Background: an optimization exercise with open tools, aiming at small area, a short achievable clock period and few clock cycles per item. Do not read the settings as production practice. Only simulation tests tie the RTL to the original design; equivalence was not proved.

## flow/design.v (module list and top-level ports; edited modules follow where they fit)
// module bcu_muldiv: 33 lines
// module bcu_mulcsa: 3818 lines
// module bcu_kummer: 3547 lines
// module binomial_coefficient_unit: 378 lines
module binomial_coefficient_unit (
  input  logic                            clk_i,
  input  logic                            rst_ni,
  input  logic                            req_valid_i,
  output logic                            req_ready_o,
  input  logic [bcu_pkg::ArgWidth-1:0]    req_total_n_i,
  input  logic [bcu_pkg::ArgWidth-1:0]    req_choose_k_i,
  output logic                            rsp_valid_o,
  input  logic                            rsp_ready_i,
  output logic [bcu_pkg::CoefWidth-1:0]   rsp_coefficient_o,
  output logic [bcu_pkg::StatusWidth-1:0] rsp_status_o
);
  // ...
==> flow/run.sh <==
#!/bin/bash
# synth_recipe.tcl (not shown) runs the flow's synth.tcl, then flattens the netlist and writes it again
# the make line also repeats each setting of config.mk as NAME=value (left out here)
make -C /OpenROAD-flow-scripts/flow DESIGN_CONFIG=/design/flow/config.mk WORK_HOME=/design/flow/orfs CLKGATE_MAP_FILE= SYNTH_SCRIPT=/design/flow/synth_recipe.tcl finish
==> flow/config.mk <==
export PLATFORM = sky130hd
export DESIGN_NAME = binomial_coefficient_unit
export DESIGN_NICKNAME = binomial_coefficient_unit
export VERILOG_FILES = /design/flow/design.v
export SDC_FILE = /design/flow/constraint.sdc
export NUM_CORES = 4
export LEC_CHECK = 0
export ABC_AREA = 1
export CAP_MARGIN = 20
export CORE_MARGIN = 2
export CORE_UTILIZATION = 40
export SETUP_SLACK_MARGIN = 0.8
export SLEW_MARGIN = 20
==> flow/constraint.sdc <==
create_clock -name core_clock -period 7.0 [get_ports {clk_i}]
set_input_delay 1.4000 -clock core_clock [delete_from_list [all_inputs] [get_ports {clk_i}]]
set_output_delay 1.4000 -clock core_clock [all_outputs]
set_load 0.01 [all_outputs]
==> results.txt, run 1 <==
- FF+latch area: 3470 sq um
- Main synth FF type: dfxtp_1
- Outcome: timing/DRC/antenna clean
- Core Util, Final: 0.454
- Setup TNS: 0 ns
- Layout cell share with drive strength beyond 1: 0.100
- IO Port Bufs: 87
- Crit. path cell count: 37
- Biggest Area Class: multi-input combinational cells
- DRC errors left: 0
- Post-Synthesis Cells: 5988
- Post-synth EDFFs: 53
- Die height: 308 um
- R2R Setup Slk: 1.01 ns
- Critical Path Max Stage Delay: 0.49 ns
- Chip width: 308 um
- Core Area: 91700 sq um
- WL met2: 62.3 mm
- Synth area leader: nand2_1
- Multi-Input Combinational: 4690
- Top Registers: coef_q (64), pm_q (10)
- Design Area, Final: 41600 sq um
- Largest net degree at the start of global routing: 76
- Slew headroom: 0.470
- CP Buf/Inv Count: 6
- Final Wtd Congestion: 0.984
- Vias per cell: 5.54
- Critical path's slowest cell: edfxtp_1
- Total Wirelength: 135 mm
- Die ar.: 94900 sq um
- F_max: 0.167 GHz
Testbench counts, summed over its fixed seeds: cycles 5,631, requests 1,280.
==> module binomial_coefficient_unit, before the edit <==
module binomial_coefficient_unit (
  input  logic                            clk_i,
  input  logic                            rst_ni,
  input  logic                            req_valid_i,
  output logic                            req_ready_o,
  input  logic [bcu_pkg::ArgWidth-1:0]    req_total_n_i,
  input  logic [bcu_pkg::ArgWidth-1:0]    req_choose_k_i,
  output logic                            rsp_valid_o,
  input  logic                            rsp_ready_i,
  output logic [bcu_pkg::CoefWidth-1:0]   rsp_coefficient_o,
  output logic [bcu_pkg::StatusWidth-1:0] rsp_status_o
);
  typedef enum logic [2:0] {
    StIdle  = 3'd0,
    StFirst = 3'd1,    
    StMul   = 3'd2,    
    StResp  = 3'd3,    
    StRespF = 3'd4,    
    StRespT = 3'd5     
  } state_e;
  state_e                         state_q, state_d;
  logic [7:0]                     n_q, n_d;       
  logic [5:0]                     k_q, k_d;       
  logic [7:0]                     lo_q, lo_d;     
  logic [7:0]                     x_q, x_d;       
  logic [2:0]                     e3_q, e3_d;     
  logic [1:0]                     e5_q, e5_d;     
  logic [1:0]                     e7_q, e7_d;
  logic [1:0]                     e11_q, e11_d;
  logic [1:0]                     e13_q, e13_d;
  logic [9:0]                     pm_q, pm_d;     
  logic [7:0]                     f_q, f_d;       
  logic [7:0]                     nb_q, nb_d;     
  logic [7:0]                     nblg_q, nblg_d;  
  logic [bcu_pkg::CoefWidth-1:0]  coef_q, coef_d;
  logic [1:0]                     tk_q, tk_d;     
  bcu_pkg::status_e               status_q, status_d;
  logic       take;
  logic [7:0] rq_n, rq_k, rq_nk, rq_kp, rq_lo;
  logic       rq_range, rq_ovf, rq_k0, rq_k1;
  logic       last_mul;
  assign req_ready_o = (state_q == StIdle) || ((state_q == StResp) && rsp_ready_i) ||
                       last_mul;
  assign take        = req_valid_i && req_ready_o;
  logic [7:0] rq_maxk;
  logic       rq_kle;           
  always_comb begin
    rq_n     = req_total_n_i;
    rq_k     = req_choose_k_i;
    rq_nk    = rq_n - rq_k;
    rq_range = rq_k > rq_n;
    rq_kle   = rq_k <= rq_nk;
    rq_kp    = rq_kle ? rq_k : rq_nk;
    rq_lo    = rq_kle ? rq_nk : rq_k;
    rq_maxk  = bcu_pkg::max_k(rq_n);
    rq_ovf   = (rq_k > rq_maxk) && (rq_nk > rq_maxk);
    rq_k0    = (rq_k == 8'd0) || (rq_nk == 8'd0);
    rq_k1    = (rq_k == 8'd1) || (rq_nk == 8'd1);
  end
  logic [4:0] kf3, kfhi;
  logic [2:0] kf5;
  logic [1:0] kf7, kf11, kf13;
  bcu_kummer u_kummer (
    .n_i  (n_q),
    .k_i  (k_q),
    .f3_o (kf3),
    .f5_o (kf5),
    .f7_o (kf7),
    .f11_o(kf11),
    .f13_o(kf13),
    .fhi_o(kfhi)
  );
  function automatic logic [9:0] pend_of(input logic [4:0] f3, input logic [2:0] f5,
                                         input logic [1:0] f7, input logic [1:0] f11,
                                         input logic [1:0] f13, input logic [4:0] fhi);
    pend_of = {fhi, (f13 != '0), (f11 != '0), (f7 != '0), (f5 != '0), (f3 != '0)};
  endfunction
  function automatic logic [2:0] cnt5(input logic [4:0] f);
    cnt5 = '0;
    for (int i = 0; i < 5; i++) cnt5 = cnt5 + 3'(f[i]);
  endfunction
  function automatic logic [1:0] cnt3(input logic [2:0] f);
    cnt3 = 2'(f[0]) + 2'(f[1]) + 2'(f[2]);
  endfunction
  function automatic logic [7:0] pval_of(input logic [9:0] sel, input logic [2:0] e3,
                                         input logic [1:0] e5, input logic [1:0] e7,
                                         input logic [1:0] e11, input logic [1:0] e13);
    logic [7:0] v [10];
    case (e3)
      3'd1: v[0] = 8'd3;
      3'd2: v[0] = 8'd9;
      3'd3: v[0] = 8'd27;
      3'd4: v[0] = 8'd81;
      default: v[0] = 8'd243;
    endcase
    case (e5)
      2'd1: v[1] = 8'd5;
      2'd2: v[1] = 8'd25;
      default: v[1] = 8'd125;
    endcase
    v[2] = (e7 == 2'd1) ? 8'd7 : 8'd49;
    v[3] = (e11 == 2'd1) ? 8'd11 : 8'd121;
    v[4] = (e13 == 2'd1) ? 8'd13 : 8'd169;
    v[5] = 8'd17;
    v[6] = 8'd19;
    v[7] = 8'd23;
    v[8] = 8'd29;
    v[9] = 8'd31;
    pval_of = '0;
    for (int i = 0; i < 10; i++) begin
      pval_of = pval_of | (sel[i] ? v[i] : 8'd0);
    end
  endfunction
  function automatic logic [7:0] lg_of(input logic [9:0] sel, input logic [2:0] e3,
                                       input logic [1:0] e5, input logic [1:0] e7,
                                       input logic [1:0] e11, input logic [1:0] e13);
    logic [7:0] v [10];
    case (e3)
      3'd1: v[0] = 8'd25;
      3'd2: v[0] = 8'd51;
      3'd3: v[0] = 8'd76;
      3'd4: v[0] = 8'd101;
      default: v[0] = 8'd127;
    endcase
    case (e5)
      2'd1: v[1] = 8'd37;
      2'd2: v[1] = 8'd74;
      default: v[1] = 8'd111;
    endcase
    v[2] = (e7 == 2'd1) ? 8'd45 : 8'd90;
    v[3] = (e11 == 2'd1) ? 8'd55 : 8'd111;
    v[4] = (e13 == 2'd1) ? 8'd59 : 8'd118;
    v[5] = 8'd65;
    v[6] = 8'd68;
    v[7] = 8'd72;
    v[8] = 8'd78;
    v[9] = 8'd79;
    lg_of = '0;
    for (int i = 0; i < 10; i++) begin
      lg_of = lg_of | (sel[i] ? v[i] : 8'd0);
    end
  endfunction
  logic [9:0] kpend, ksel;
  logic [7:0] kval;
  logic [2:0] e2;
  function automatic logic [2:0] ones8(input logic [7:0] a);
    ones8 = '0;
    for (int i = 0; i < 8; i++) ones8 = ones8 + 3'(a[i]);
  endfunction
  assign e2 = ones8(n_q ^ 8'(k_q) ^ lo_q);
  logic [2:0] ke3;
  logic [1:0] ke5, ke7, ke11, ke13;
  always_comb begin
    ke3   = cnt5(kf3);
    ke5   = cnt3(kf5);
    ke7   = 2'(kf7[0]) + 2'(kf7[1]);
    ke11  = 2'(kf11[0]) + 2'(kf11[1]);
    ke13  = 2'(kf13[0]) + 2'(kf13[1]);
    kpend = pend_of(kf3, kf5, kf7, kf11, kf13, kfhi);
    ksel  = '0;
    for (int i = 0; i < 10; i++) begin
      if (kpend[i]) ksel = 10'd1 << i;
    end
    kval  = pval_of(ksel, ke3, ke5, ke7, ke11, ke13);
  end
  logic       gen_on;
  logic [7:0] tab_in, tab_m, tab_p;
  logic       tab_hit;
  assign gen_on   = (state_q == StFirst) || (state_q == StRespF) ||
                    ((state_q == StMul) && gen_any);
  assign last_mul = (state_q == StMul) && !gen_any;
  always_comb begin
    tab_in = gen_on ? x_q : rq_n;
    tab_m  = bcu_pkg::big_term(tab_in);
    tab_p  = bcu_pkg::big_prime(tab_m);
    if (gen_on) begin
      tab_hit = tab_m > lo_q;
    end else begin
      tab_hit = (tab_m > rq_k) && (tab_m > rq_nk);
    end
  end
  logic [9:0]  selb, selt;      
  logic [7:0]  vb, vt, lgb, lgt, other, lgo;
  logic        have_big, have1, have2, fits;
  logic [8:0]  lgsum;
  logic [7:0]  pair;
  logic        gen_any;
  logic [7:0]  gen_f;
  logic [9:0]  gen_clr;         
  logic        gen_big;         
  always_comb begin
    for (int i = 0; i < 10; i++) begin
      selb[i] = pm_q[i] && ((pm_q & ((10'd1 << i) - 10'd1)) == '0);
      selt[i] = pm_q[i] && ((pm_q & ~((10'd2 << i) - 10'd1)) == '0);
    end
    have1    = (pm_q != '0);
    have2    = ((pm_q & ~selb) != '0);
    have_big = (nb_q != '0);
    vb    = pval_of(selb, e3_q, e5_q, e7_q, e11_q, e13_q);
    vt    = pval_of(selt, e3_q, e5_q, e7_q, e11_q, e13_q);
    lgb   = lg_of(selb, e3_q, e5_q, e7_q, e11_q, e13_q);
    lgt   = lg_of(selt, e3_q, e5_q, e7_q, e11_q, e13_q);
    other = have2 ? vt : nb_q;
    lgo   = have2 ? lgt : nblg_q;
    lgsum = 9'(lgb) + 9'(lgo);
    fits  = (lgsum <= 9'd127) && (have2 || have_big);
    pair  = vb * other;
    gen_any = have1 || have_big;
    gen_clr = '0;
    gen_big = 1'b0;
    if (have1) begin
      gen_clr = selb;
      if (fits) begin
        gen_f = pair;
        if (have2) begin
          gen_clr = selb | selt;
        end else begin
          gen_big = 1'b1;
        end
      end else begin
        gen_f = vb;
      end
    end else begin
      gen_f   = nb_q;
      gen_big = have_big;
    end
  end
  logic [bcu_pkg::CoefWidth-1:0] prod;
  bcu_muldiv u_muldiv (
    .value_i(coef_q),
    .mul_i  (f_q),
    .prod_o (prod)
  );
  logic first;
  always_comb begin
    state_d  = state_q;
    n_d      = n_q;
    k_d      = k_q;
    lo_d     = lo_q;
    x_d      = x_q;
    e3_d     = e3_q;
    e5_d     = e5_q;
    e7_d     = e7_q;
    e11_d    = e11_q;
    e13_d    = e13_q;
    pm_d     = pm_q;
    f_d      = f_q;
    nb_d     = nb_q;
    nblg_d   = nblg_q;
    coef_d   = coef_q;
    status_d = status_q;
    tk_d     = tk_q;
    first    = (state_q == StFirst) || ((state_q == StRespF) && rsp_ready_i);
    if (first) begin
      coef_d   = bcu_pkg::CoefWidth'(f_q) << e2;
      status_d = bcu_pkg::StOk;
      e3_d     = ke3;
      e5_d     = ke5;
      e7_d     = ke7;
      e11_d    = ke11;
      e13_d    = ke13;
      pm_d     = kpend & ~ksel;
      nb_d     = tab_hit ? tab_p : 8'd0;
      nblg_d   = bcu_pkg::big_lg(tab_p);
      x_d      = tab_hit ? (tab_m - 8'd1) : 8'd0;
      f_d      = (kpend != '0) ? kval : 8'd1;
      state_d  = ((kpend != '0) || tab_hit) ? StMul : StResp;
    end
    case (state_q)
      StMul: begin
        coef_d = prod;
        f_d    = gen_f;
        pm_d   = pm_q & ~gen_clr;
        if (gen_big) begin
          nb_d   = tab_hit ? tab_p : 8'd0;
          nblg_d = bcu_pkg::big_lg(tab_p);
          x_d    = tab_hit ? (tab_m - 8'd1) : 8'd0;
        end
        state_d = gen_any ? StMul : StResp;
      end
      StResp: begin
        if (rsp_ready_i) begin
          state_d = StIdle;
        end
      end
      StRespT: begin
        if (rsp_ready_i) begin
          state_d = StResp;
          case (tk_q)
            2'd0: begin
              status_d = bcu_pkg::StRange;
              coef_d   = '0;
            end
            2'd1: begin
              status_d = bcu_pkg::StOverflow;
              coef_d   = '0;
            end
            2'd2: begin
              status_d = bcu_pkg::StOk;
              coef_d   = bcu_pkg::CoefWidth'(1);
            end
            default: begin
              status_d = bcu_pkg::StOk;
              coef_d   = bcu_pkg::CoefWidth'(n_q);
            end
          endcase
        end
      end
      default: ;
    endcase
    if (take) begin
      n_d     = rq_n;
      k_d     = rq_kp[5:0];
      lo_d    = rq_lo;
      x_d     = tab_hit ? (tab_m - 8'd1) : 8'd0;
      f_d     = tab_hit ? tab_p : 8'd1;
      if (rq_range) begin
        tk_d = 2'd0;
      end else if (rq_ovf) begin
        tk_d = 2'd1;
      end else if (rq_k0) begin
        tk_d = 2'd2;
      end else begin
        tk_d = 2'd3;
      end
      if (last_mul) begin
        state_d = (rq_range || rq_ovf || rq_k0 || rq_k1) ? StRespT : StRespF;
      end else begin
        state_d = StResp;
        if (rq_range) begin
          status_d = bcu_pkg::StRange;
          coef_d   = '0;
        end else if (rq_ovf) begin
          status_d = bcu_pkg::StOverflow;
          coef_d   = '0;
        end else begin
          status_d = bcu_pkg::StOk;
          if (rq_k0) begin
            coef_d = bcu_pkg::CoefWidth'(1);
          end else if (rq_k1) begin
            coef_d = bcu_pkg::CoefWidth'(rq_n);
          end else begin
            state_d = StFirst;
          end
        end
      end
    end
  end
  always_ff @(posedge clk_i or negedge rst_ni) begin
    if (!rst_ni) begin
      state_q <= StIdle;
    end else begin
      state_q <= state_d;
    end
  end
  always_ff @(posedge clk_i) begin
    n_q      <= n_d;
    k_q      <= k_d;
    lo_q     <= lo_d;
    x_q      <= x_d;
    e3_q     <= e3_d;
    e5_q     <= e5_d;
    e7_q     <= e7_d;
    e11_q    <= e11_d;
    e13_q    <= e13_d;
    pm_q     <= pm_d;
    f_q      <= f_d;
    nb_q     <= nb_d;
    nblg_q   <= nblg_d;
    coef_q   <= coef_d;
    tk_q     <= tk_d;
    status_q <= status_d;
  end
  assign rsp_valid_o       = (state_q == StResp) || (state_q == StRespF) ||
                             (state_q == StRespT);
  assign rsp_coefficient_o = coef_q;
  assign rsp_status_o      = status_q;
endmodule
==> run 2, diff against run 1 <==
--- a/flow/design.v
+++ b/flow/design.v
@@ -8205,6 +8205,6 @@
     lgt   = lg_of(selt, e3_q, e5_q, e7_q, e11_q, e13_q);
-    other = have2 ? vt : nb_q;
-    lgo   = have2 ? lgt : nblg_q;
+    other = have_big ? nb_q : vt;
+    lgo   = have_big ? nblg_q : lgt;
     lgsum = 9'(lgb) + 9'(lgo);
-    fits  = (lgsum <= 9'd127) && (have2 || have_big);
+    fits  = (lgsum <= 9'd127) && have1 && (have2 || have_big);
     pair  = vb * other;
@@ -8213,11 +8213,15 @@
     gen_big = 1'b0;
-    if (have1) begin
+    if (have_big) begin
+      gen_big = 1'b1;
+      if (fits) begin
+        gen_f   = pair;
+        gen_clr = selb;
+      end else begin
+        gen_f   = nb_q;
+      end
+    end else if (have1) begin
       gen_clr = selb;
       if (fits) begin
-        gen_f = pair;
-        if (have2) begin
-          gen_clr = selb | selt;
-        end else begin
-          gen_big = 1'b1;
-        end
+        gen_f   = pair;
+        gen_clr = selb | selt;
       end else begin
@@ -8226,4 +8230,3 @@
     end else begin
-      gen_f   = nb_q;
-      gen_big = have_big;
+      gen_f = nb_q;
     end
==> results.txt, run 2 <==
- Top Registers: coef_q (64), pm_q (10) (unchanged)
- Average wire per standard cell: 18.7 um (was 18.6 um)
- Synth warn: 7 (unchanged)
- Grt ovf: 0 (unchanged)
- Most common cell after layout, fill and taps aside: nand2_1 (unchanged)
- RSZ-0062 raised after global routing: true (unchanged)
- Met3 WL post-DR: 9.22 mm (was 9.87 mm)
- IO Count: 88 (unchanged)
- Antenna diodes: 0 (unchanged)
- Largest net degree at the start of global routing: 77 (was 76)
- Final Cycle Share: 0.873 (was 0.855)
- Outcome: timing/DRC/antenna clean (unchanged)
- Asr flop ratio synth: 0.0205 (unchanged)
- Most common cell in the netlist: nand2_1 (unchanged)
- DRC errors left: 0 (unchanged)
- Inst Count DP: 7277 (was 7122)
- Syn Nets: 6690 (was 6620)
- H-tree depth: 4 (unchanged)
- CTS sink cnt: 146 (unchanged)
- FF+latch area: 3470 sq um (about the same)
- Synth top area share: 0.145 (was 0.144)
- Hold Crit Class: reg -> reg (unchanged)
- Clk buf depth: 2 (unchanged)
- F_max: 0.164 GHz (was 0.167 GHz)
- Critical path data required time: 7.24 ns (was 7.23 ns)
- Total Wirelength: 139 mm (was 135 mm)
- Setup TNS: 0 ns (unchanged)
- Die ar.: 95500 sq um (was 94900 sq um)
- Vias: 40900 (was 40100)
- Cts bufs inserted: 17 (unchanged)
- Initial antenna violation count: 2 (was 0)
- Largest Register: coef_q (unchanged)
- DP Area: 39700 sq um (was 39100 sq um)
- Die height: 309 um (was 308 um)
- Fin crit period: 6.11 ns (was 5.99 ns)
- Starting Density: 0.405 (was 0.404)
- Most frequent cells in the layout: nand2_1, inv_1, nor2_1 (unchanged)
- Synth area leader: nand2_1 (unchanged)
- Hold-fix buffers, CTS: 0 (unchanged)
- Setup Skew: 0.0148 ns (was 0.0190 ns)
- IO Port Bufs: 87 (unchanged)
- Chip width: 309 um (was 308 um)
- Design Area, Final: 42700 sq um (was 41600 sq um)
- Critical Path Max Stage Delay: 0.55 ns (was 0.49 ns)
- Layout Area Growth over Synthesis: 14.6% (was 12.6%)
- Max-slew violation count: 0 (unchanged)
- WL met2: 63.7 mm (was 62.3 mm)
- Least-Margin Pin Slew: 0.828 ns (was 0.796 ns)
- Vias per cell: 5.52 (was 5.54)
- Critical path's slowest cell: fa_1 (was edfxtp_1)
- Post-synth EDFFs: 53 (unchanged)
- Final setup fails: 0 (unchanged)
- Top cells by count, synth: nand2_1, inv_1, nor2_1 (unchanged)
- CP arrival: 6.36 ns (was 6.22 ns)
- Via count of the first global-routing pass: 38700 (was 37400)
- Final ANT Viol Nets: 0 (unchanged)
- First-pass GRT wire length: 216 mm (was 209 mm)
- Mapped cell area: 37200 sq um (was 37000 sq um)
- FP Rows: 111 (unchanged)
- Syn Area/Cell: 6.14 sq um (was 6.18 sq um)
- Layout net count: 6792 (was 6669)
- Layout filler cell count: 9742 (was 9693)
- M1 WL: 60.7 mm (was 58.4 mm)
- CP Class: reg -> reg (unchanged)
- Sequential fraction of the synthesis area: 0.0932 (was 0.0938)
- CP max FO: 4 (was 8)
- CTS root buffer: clkbuf_16 (unchanged)
- Initial drt markers: 3924 (was 3498)
- Top Layer Used: met5 (was met4)
- Final Wtd Congestion: 0.959 (was 0.984)
- Multi-input gate area in the final layout: 30300 sq um (was 30000 sq um)
- Final-report hold violation count: 0 (unchanged)
- Layout cell share with drive strength beyond 1: 0.110 (was 0.100)
- Total GRT Usage: 0.285 (was 0.276)
- DRT Pass-1 Iters: 6 (was 8)
- Max cap viols: 0 (unchanged)
- Dpl ws: 0.0291 ns (was 0.231 ns)
- Nature of the critical path endpoint: register (unchanged)
- Core Area: 91900 sq um (was 91700 sq um)
- Main synth FF type: dfxtp_1 (unchanged)
- Synth Register Bits: 146 (unchanged)
- Max reg flops: 64 (unchanged)
- Slew headroom: 0.441 (was 0.470)
- Non-Filler Instances: 7416 (was 7236)
- Element type at the critical path start: register (unchanged)
- Worst Setup Slack, final: 0.887 ns (was 1.01 ns)
- Insertion delay to the later sink of the worst-skew pair: 0.51 ns (about the same)
- Post-Synthesis Cells: 6058 (was 5988)
- Synth top area cells: nand2_1, ha_1, fa_1 (unchanged)
- CTS clk-pin slew, worst paths: 0.07 ns (was 0.08 ns)
- TritonCTS clock tree: built (unchanged)
- Synth cell types: 74 (was 73)
- Dpl hpwl: 106 mm (was 103 mm)
[run 2: logic make-up (layout without fill, tap and decap cells)]
| family | Yosys count | after routing | share of synthesized area |
|---|---|---|---|
| AND/OR/NAND/NOR | 2702 | 2702 | 0.309 |
| AO/OA/AOI/OAI | 1293 | 1293 | 0.199 |
| buffers and inverters | 1175 | 1290 | 0.123 |
| adder cells (fa/ha/maj) | 612 | 612 | 0.246 |
| flip-flops | 146 | 146 | 0.0932 |
| XOR/XNOR | 126 | 126 | 0.0297 |
| multiplexers | 4 | 4 | 0.00111 |
[run 2: final timing paths]
kind	start	end	slack, ns	depth (start not counted)
max in group asynchronous	rst_ni	state_q[0]$_DFF_PN0_	5.71	1
worst min register to register	nblg_q[1]$_DFF_P_	nblg_q[1]$_DFF_P_	0.46	2
worst max register to register	pm_q[3]$_DFFE_PP_	f_q[7]$_DFFE_PP_	0.89	31
worst max-delay path	pm_q[3]$_DFFE_PP_	f_q[7]$_DFFE_PP_	0.89	31
worst min-delay path	nblg_q[1]$_DFF_P_	nblg_q[1]$_DFF_P_	0.46	2
min in group asynchronous	rst_ni	state_q[1]$_DFF_PN0_	1.10	1
[run 2: layer usage]
layer  vias to the layer above  global-route usage
li1                      20100                   -
met1                     19000               0.378
met2                      1527               0.474
met3                       273              0.0351
met4                         2               0.105
met5                         -                   0
[run 2: cell type report]
| class | count | share of cell area |
|---|---|---|
| sequential | 146 | 0.0813 |
| tap | 1243 | 0.0365 |
| timing repair buffer | 343 | 0.0763 |
| inverter | 915 | 0.0819 |
| clock inverter | 15 | 0.00428 |
| multi-input combinational | 4737 | 0.710 |
| clock buffer | 17 | 0.00997 |
[run 2: metrics by stage]
stage	hold WS, ns	utilization
2_1_floorplan	0.427	-
3_3_place_gp	0.445	0.432
3_5_place_dp	0.452	0.432
4_1_cts	0.465	0.444
5_1_grt	0.485	0.464
6_report	0.464	0.464
[run 2: worst max-delay path, delay by kind of cell, from the launching register on]
family                   cells  cell delay, ns
adder cells (fa/ha/maj)      5            2.01
AND/OR/NAND/NOR              8            1.17
AO/OA/AOI/OAI                7            0.95
XOR/XNOR                     4            0.63
buffers and inverters        7            0.58
flip-flops                   1            0.47
[run 2: what timing repair did]
item / CTS / global route
endpoints found under the hold margin: 0 / 0
buffers inserted: 27 / 72
gates resized for setup: 79 / 313
pin swaps: 17 / 101
endpoints found under the setup margin: 33 / 57
cloned: 1 / 7
Testbench counts of run 2, summed over its fixed seeds: cycles 5,560, requests 1,280.
==> run 3, diff against run 2 <==
--- a/flow/design.v
+++ b/flow/design.v
@@ -8021,3 +8021,4 @@
     StRespF = 3'd4,    
-    StRespT = 3'd5     
+    StRespT = 3'd5,    
+    StRespM = 3'd6     
   } state_e;
@@ -8028,2 +8029,6 @@
   logic [7:0]                     x_q, x_d;       
+  logic [7:0]                     lo2_q, lo2_d;   
+  logic [7:0]                     x2_q, x2_d;     
+  logic [14:0]                    f2_q, f2_d;     
+  logic                           w_q, w_d;       
   logic [2:0]                     e3_q, e3_d;     
@@ -8038,3 +8043,10 @@
   logic [bcu_pkg::CoefWidth-1:0]  coef_q, coef_d;
-  logic [1:0]                     tk_q, tk_d;     
+  typedef enum logic [2:0] {
+    TkRange = 3'd0,    
+    TkOvf   = 3'd1,    
+    TkOne   = 3'd2,    
+    TkN     = 3'd3,    
+    TkMul   = 3'd4     
+  } tk_e;
+  tk_e                            tk_q, tk_d;     
   bcu_pkg::status_e               status_q, status_d;
@@ -8043,5 +8055,6 @@
   logic       rq_range, rq_ovf, rq_k0, rq_k1;
-  logic       last_mul;
+  logic       last_mul, mul_take;
+  assign mul_take    = (state_q == StMul) && !w_q && (last_mul || (nb_q == '0));
   assign req_ready_o = (state_q == StIdle) || ((state_q == StResp) && rsp_ready_i) ||
-                       last_mul;
+                       mul_take;
   assign take        = req_valid_i && req_ready_o;
@@ -8152,3 +8165,3 @@
   endfunction
-  assign e2 = ones8(n_q ^ 8'(k_q) ^ lo_q);
+  assign e2 = ones8(n_q ^ 8'(k_q) ^ lo2_q);
   logic [2:0] ke3;
@@ -8168,13 +8181,18 @@
   end
-  logic       gen_on;
+  logic       tab_first, tab_gen;
   logic [7:0] tab_in, tab_m, tab_p;
   logic       tab_hit;
-  assign gen_on   = (state_q == StFirst) || (state_q == StRespF) ||
-                    ((state_q == StMul) && gen_any);
-  assign last_mul = (state_q == StMul) && !gen_any;
+  logic       hidden_first;     
+  assign last_mul     = (state_q == StMul) && !gen_any;
+  assign hidden_first = last_mul && w_q && (tk_q == TkMul);
+  assign tab_first    = (state_q == StFirst) || (state_q == StRespF) || hidden_first;
+  assign tab_gen      = ((state_q == StMul) && !mul_take && !hidden_first) ||
+                        (state_q == StRespM);
   always_comb begin
-    tab_in = gen_on ? x_q : rq_n;
+    tab_in = tab_first ? x2_q : (tab_gen ? x_q : rq_n);
     tab_m  = bcu_pkg::big_term(tab_in);
     tab_p  = bcu_pkg::big_prime(tab_m);
-    if (gen_on) begin
+    if (tab_first) begin
+      tab_hit = tab_m > lo2_q;
+    end else if (tab_gen) begin
       tab_hit = tab_m > lo_q;
@@ -8234,4 +8252,6 @@
   logic [bcu_pkg::CoefWidth-1:0] prod;
+  logic [bcu_pkg::CoefWidth-1:0] mul_in;
+  assign mul_in = (state_q == StRespM) ? bcu_pkg::CoefWidth'(f2_q) : coef_q;
   bcu_muldiv u_muldiv (
-    .value_i(coef_q),
+    .value_i(mul_in),
     .mul_i  (f_q),
@@ -8239,3 +8259,4 @@
   );
-  logic first;
+  logic first;    
+  logic mul;      
   always_comb begin
@@ -8246,2 +8267,6 @@
     x_d      = x_q;
+    lo2_d    = lo2_q;
+    x2_d     = x2_q;
+    f2_d     = f2_q;
+    w_d      = w_q;
     e3_d     = e3_q;
@@ -8256,8 +8281,26 @@
     coef_d   = coef_q;
-    status_d = status_q;
     tk_d     = tk_q;
-    first    = (state_q == StFirst) || ((state_q == StRespF) && rsp_ready_i);
-    if (first) begin
-      coef_d   = bcu_pkg::CoefWidth'(f_q) << e2;
+    status_d = status_q;
+    mul      = (state_q == StMul) || ((state_q == StRespM) && rsp_ready_i);
+    first    = (state_q == StFirst) || ((state_q == StRespF) && rsp_ready_i) ||
+               hidden_first;
+    if (mul) begin
+      coef_d   = prod;
       status_d = bcu_pkg::StOk;
+      f_d      = gen_f;
+      pm_d     = pm_q & ~gen_clr;
+      if (gen_big) begin
+        nb_d   = tab_hit ? tab_p : 8'd0;
+        nblg_d = bcu_pkg::big_lg(tab_p);
+        x_d    = tab_hit ? (tab_m - 8'd1) : 8'd0;
+      end
+      state_d = gen_any ? StMul : StResp;
+    end
+    if (first) begin
+      if (!hidden_first) begin
+        coef_d   = bcu_pkg::CoefWidth'(f2_q[7:0]) << e2;
+        status_d = bcu_pkg::StOk;
+      end else begin
+        f2_d     = 15'(f2_q[7:0]) << e2;
+      end
       e3_d     = ke3;
@@ -8271,17 +8314,16 @@
       x_d      = tab_hit ? (tab_m - 8'd1) : 8'd0;
+      lo_d     = lo2_q;
+      w_d      = 1'b0;
       f_d      = (kpend != '0) ? kval : 8'd1;
-      state_d  = ((kpend != '0) || tab_hit) ? StMul : StResp;
+      if (hidden_first) begin
+        state_d = StRespM;
+      end else begin
+        state_d = ((kpend != '0) || tab_hit) ? StMul : StResp;
+      end
+    end
+    if (last_mul && w_q && (tk_q != TkMul)) begin
+      w_d     = 1'b0;
+      state_d = StRespT;
     end
     case (state_q)
-      StMul: begin
-        coef_d = prod;
-        f_d    = gen_f;
-        pm_d   = pm_q & ~gen_clr;
-        if (gen_big) begin
-          nb_d   = tab_hit ? tab_p : 8'd0;
-          nblg_d = bcu_pkg::big_lg(tab_p);
-          x_d    = tab_hit ? (tab_m - 8'd1) : 8'd0;
-        end
-        state_d = gen_any ? StMul : StResp;
-      end
       StResp: begin
@@ -8295,3 +8337,3 @@
           case (tk_q)
-            2'd0: begin
+            TkRange: begin
               status_d = bcu_pkg::StRange;
@@ -8299,3 +8341,3 @@
             end
-            2'd1: begin
+            TkOvf: begin
               status_d = bcu_pkg::StOverflow;
@@ -8303,3 +8345,3 @@
             end
-            2'd2: begin
+            TkOne: begin
               status_d = bcu_pkg::StOk;
@@ -8317,18 +8359,24 @@
     if (take) begin
-      n_d     = rq_n;
-      k_d     = rq_kp[5:0];
-      lo_d    = rq_lo;
-      x_d     = tab_hit ? (tab_m - 8'd1) : 8'd0;
-      f_d     = tab_hit ? tab_p : 8'd1;
+      n_d   = rq_n;
+      k_d   = rq_kp[5:0];
+      lo2_d = rq_lo;
+      x2_d  = tab_hit ? (tab_m - 8'd1) : 8'd0;
+      f2_d  = tab_hit ? 15'(tab_p) : 15'd1;
       if (rq_range) begin
-        tk_d = 2'd0;
+        tk_d = TkRange;
       end else if (rq_ovf) begin
-        tk_d = 2'd1;
+        tk_d = TkOvf;
       end else if (rq_k0) begin
-        tk_d = 2'd2;
+        tk_d = TkOne;
+      end else if (rq_k1) begin
+        tk_d = TkN;
       end else begin
-        tk_d = 2'd3;
+        tk_d = TkMul;
       end
-      if (last_mul) begin
-        state_d = (rq_range || rq_ovf || rq_k0 || rq_k1) ? StRespT : StRespF;
+      if (state_q == StMul) begin
+        if (last_mul) begin
+          state_d = (rq_range || rq_ovf || rq_k0 || rq_k1) ? StRespT : StRespF;
+        end else begin
+          w_d = 1'b1;
+        end
       end else begin
@@ -8357,4 +8405,6 @@
       state_q <= StIdle;
+      w_q     <= 1'b0;
     end else begin
       state_q <= state_d;
+      w_q     <= w_d;
     end
@@ -8365,2 +8415,5 @@
     lo_q     <= lo_d;
+    lo2_q    <= lo2_d;
+    x2_q     <= x2_d;
+    f2_q     <= f2_d;
     x_q      <= x_d;
@@ -8380,3 +8433,3 @@
   assign rsp_valid_o       = (state_q == StResp) || (state_q == StRespF) ||
-                             (state_q == StRespT);
+                             (state_q == StRespT) || (state_q == StRespM);
   assign rsp_coefficient_o = coef_q;
==> results.txt, run 3 <==
- Outcome: timing/DRC/antenna clean (unchanged)
- CTS sink cnt: 179 (was 146)
- Synth cell types: 76 (was 74)
- FF+latch area: 4690 sq um (was 3470 sq um)
- Clk buf depth: 2 (unchanged)
- Layout cell share with drive strength beyond 1: 0.133 (was 0.110)
- Cts bufs inserted: 17 (unchanged)
- Cell mode on critical path: nand2_2
- Critical path's slowest cell: fa_1 (unchanged)
- Dpl hpwl: 109 mm (was 106 mm)
- Non-Filler Instances: 7605 (was 7416)
- Hold Crit Class: reg -> reg (unchanged)
- Die ar.: 98700 sq um (was 95500 sq um)
- FP Rows: 113 (was 111)
- Multi-input gate area in the final layout: 30900 sq um (was 30300 sq um)
- Synth warn: 7 (unchanged)
- Largest net degree at the start of global routing: 61 (was 77)
- Synth area leader: nand2_1 (unchanged)
- Final Wtd Congestion: 0.970 (was 0.959)
- Element type at the critical path start: register (unchanged)
- Most common cell after layout, fill and taps aside: nand2_1 (unchanged)
- F_max: 0.159 GHz (was 0.164 GHz)
- WL met2: 65.7 mm (was 63.7 mm)
- Final setup fails: 0 (unchanged)
- Setup Skew: 0.0176 ns (was 0.0148 ns)
- Max reg flops: 64 (unchanged)
- Post-synth EDFFs: 109 (was 53)
- Final ANT Viol Nets: 0 (unchanged)
- Final Cycle Share: 0.899 (was 0.873)
- Main synth FF type: edfxtp_1 (was dfxtp_1)
- Fin crit period: 6.29 ns (was 6.11 ns)
- Core Area: 95200 sq um (was 91900 sq um)
- Post-Synthesis Cells: 6120 (was 6058)
- Synth top area cells: nand2_1, ha_1, fa_1 (unchanged)
- Least-Margin Pin Slew: 0.981 ns (was 0.828 ns)
- Most frequent cells in the layout: nand2_1, inv_1, nor2_1 (unchanged)
- Slew headroom: 0.338 (was 0.441)
- DRT Pass-1 Iters: 7 (was 6)
- Setup TNS: 0 ns (unchanged)
- CTS clk-pin slew, worst paths: 0.07 ns (about the same)
- Reg2reg start: state_q[1]$_DFF_PN0_ (was pm_q[3]$_DFFE_PP_)
- Layout Area Growth over Synthesis: 16.6% (was 14.6%)
- TritonCTS clock tree: built (unchanged)
- Sequential fraction of the synthesis area: 0.122 (was 0.0932)
- Max cap viols: 0 (unchanged)
- Met3 WL post-DR: 9.78 mm (was 9.22 mm)
- Layout filler cell count: 9886 (was 9742)
- RSZ-0062 raised after global routing: true (unchanged)
- Total Wirelength: 140 mm (was 139 mm)
- First-pass GRT wire length: 216 mm (about the same)
- DRC errors left: 0 (unchanged)
- Total GRT Usage: 0.274 (was 0.285)
- Starting Density: 0.404 (was 0.405)
- Vias per cell: 5.53 (was 5.52)
- Vias: 42000 (was 40900)
- Worst Reg-to-Reg Cells: 42 (was 31)
- Inst Count DP: 7457 (was 7277)
- CTS root buffer: clkbuf_16 (unchanged)
- Critical path data required time: 7.37 ns (was 7.24 ns)
- Nature of the critical path endpoint: register (unchanged)
- Hold depth: 0 (was 2)
- Initial drt markers: 3545 (was 3924)
- Top Layer Used: met4 (was met5)
- Syn Nets: 6756 (was 6690)
- Syn Area/Cell: 6.29 sq um (was 6.14 sq um)
- R2R Setup Slk: 0.71 ns (was 0.89 ns)
- Hold endpoint: lo_q[2]$_DFFE_PN_ (was nblg_q[1]$_DFF_P_)
- Initial antenna violation count: 2 (unchanged)
- CP max FO: 6 (was 4)
- Synth Register Bits: 179 (was 146)
- Top cells by count, synth: nand2_1, inv_1, nor2_1 (unchanged)
- Chip width: 314 um (was 309 um)
- H-tree depth: 4 (unchanged)
- Critical Path Max Stage Delay: 0.54 ns (was 0.55 ns)
- M1 WL: 60.4 mm (was 60.7 mm)
- Max-slew violation count: 0 (unchanged)
- Largest Register: coef_q (unchanged)
- Worst reg2reg endpoint: coef_q[51]$_DFF_P_ (was f_q[7]$_DFFE_PP_)
- Layout net count: 6961 (was 6792)
- Synth top area share: 0.141 (was 0.145)
- Die height: 314 um (was 309 um)
- Insertion delay to the later sink of the worst-skew pair: 0.52 ns (was 0.51 ns)
- Average wire per standard cell: 18.4 um (was 18.7 um)
- IO Count: 88 (unchanged)
- Grt ovf: 0 (unchanged)
- Via count of the first global-routing pass: 39100 (was 38700)
- Asr flop ratio synth: 0.0223 (was 0.0205)
- Top Registers: coef_q (64), f2_q (15), pm_q (10) (was coef_q (64), pm_q (10))
- Hold path start: lo2_q[2]$_DFFE_PP_ (was nblg_q[1]$_DFF_P_)
- IO Port Bufs: 87 (unchanged)
- Final-report hold violation count: 0 (unchanged)
- Mapped cell area: 38500 sq um (was 37200 sq um)
- CP Class: reg -> reg (unchanged)
- Most common cell in the netlist: nand2_1 (unchanged)
- CP arrival: 6.67 ns (was 6.36 ns)
-- run 3: critical path, delay by kind of cell, from the launching register on --
family	cells	cell delay, ns
and+or+nand+nor	20	1.66
buffers and inverters	9	0.85
AOI/OAI and AO/OA	8	1.25
adders and majority gates	4	1.88
DFF	1	0.37
xor gates and xnor gates	1	0.11
-- run 3: cells by family after synthesis --
family,Yosys count,synth area share
muxes,6,0.00159
xor gates and xnor gates,136,0.0310
adders and majority gates,616,0.239
AOI/OAI and AO/OA,1246,0.188
buffers and inverters,1156,0.116
and+or+nand+nor,2781,0.302
DFF,179,0.122
-- run 3: what timing repair did --
item	CTS	global route
buffers inserted	23	89
gates resized for setup	101	396
hold buffers	0	0
pin swaps	21	112
gates cloned	0	2
endpoints found under the setup margin	55	95
-- run 3: through the flow --
stage / hold slack (ns) / cell area (sq um) / setup slack, ns / utilization
after floorplan: 0.426 / 38500 / 0.789 / -
after global placement: 0.441 / 41700 / 0.139 / 0.438
after detailed placement: 0.438 / 41700 / 0.0776 / 0.438
after CTS: 0.456 / 42800 / 0.789 / 0.449
after global routing: 0.474 / 44900 / 0.355 / 0.471
final: 0.454 / 44900 / 0.707 / 0.471
-- run 3: cell type report --
cell class | count | share of cell area
timing repair buffer | 405 | 0.0779
antenna | 2 | 0.000112
clock inverter | 13 | 0.00310
clock buffer | 19 | 0.00987
tap | 1265 | 0.0353
sequential | 179 | 0.105
multi-input combinational | 4785 | 0.690
timing repair inverter | 1 | 0.000363
inverter | 936 | 0.0792
-- run 3: per-layer routing --
layer | vias up | GRT usage
li1 | 20600 | -
met1 | 19500 | 0.367
met2 | 1678 | 0.465
met3 | 244 | 0.0312
met4 | 0 | 0.0751
met5 | - | 0
-- run 3: worst max path at each step --
| stage | cells past startpoint | from | slack [ns] | to |
|---|---|---|---|---|
| 6_report | 42 | state_q[1]$_DFF_PN0_ | 0.71 | coef_q[51]$_DFF_P_ |
| 5_1_grt | 42 | state_q[1]$_DFF_PN0_ | 0.36 | coef_q[47]$_DFF_P_ |
| 4_1_cts | 31 | f_q[3]$_DFFE_PP_ | 0.79 | coef_q[63]$_DFF_P_ |
| 3_5_place_dp | 36 | state_q[1]$_DFF_PN0_ | 0.08 | coef_q[63]$_DFF_P_ |
| 3_3_place_gp | 36 | state_q[1]$_DFF_PN0_ | 0.14 | coef_q[63]$_DFF_P_ |
| 2_1_floorplan | 43 | state_q[1]$_DFF_PN0_ | 0.79 | coef_q[47]$_DFF_P_ |
Testbench counts of run 3, summed over its fixed seeds: cycles 5,189, requests 1,280.

-- afterwards: timing with drivers on the ports --
No port has a modelled driver above. Below, the same layouts with a new extraction and two added sets of constraints.
Step 1 sets driving cells, clkbuf_16 on the clock port and buf_2 on the other inputs (assumed; they add their load-dependent delay and slew).
Step 2 times the ports against the registers' clock, not the clock port: input delays grow and output delays shrink by t, the midpoint of the rising clock arrivals with the driver on.
Three values: no drivers, after step 1, after step 2; two values: the first two.
run	t, ns	setup slack, ns	hold WS [ns]	clock arrival spread, ns	worst data-port slew with drivers (ns)
run 1	0.566	1.012 / 1.012 / 0.689	0.447 / 0.447 / 0.447	0.019 / 0.019	0.06
run 2	0.579	0.887 / 0.887 / 0.672	0.464 / 0.464 / 0.464	0.015 / 0.015	0.08
run 3	0.577	0.707 / 0.707 / 0.623	0.454 / 0.454 / 0.454	0.019 / 0.019	0.09
After both steps every run listed still meets setup and hold. The setup slack of run 1, which loses most, moves by 0.000 ns with the drivers and by -0.323 ns with both steps.
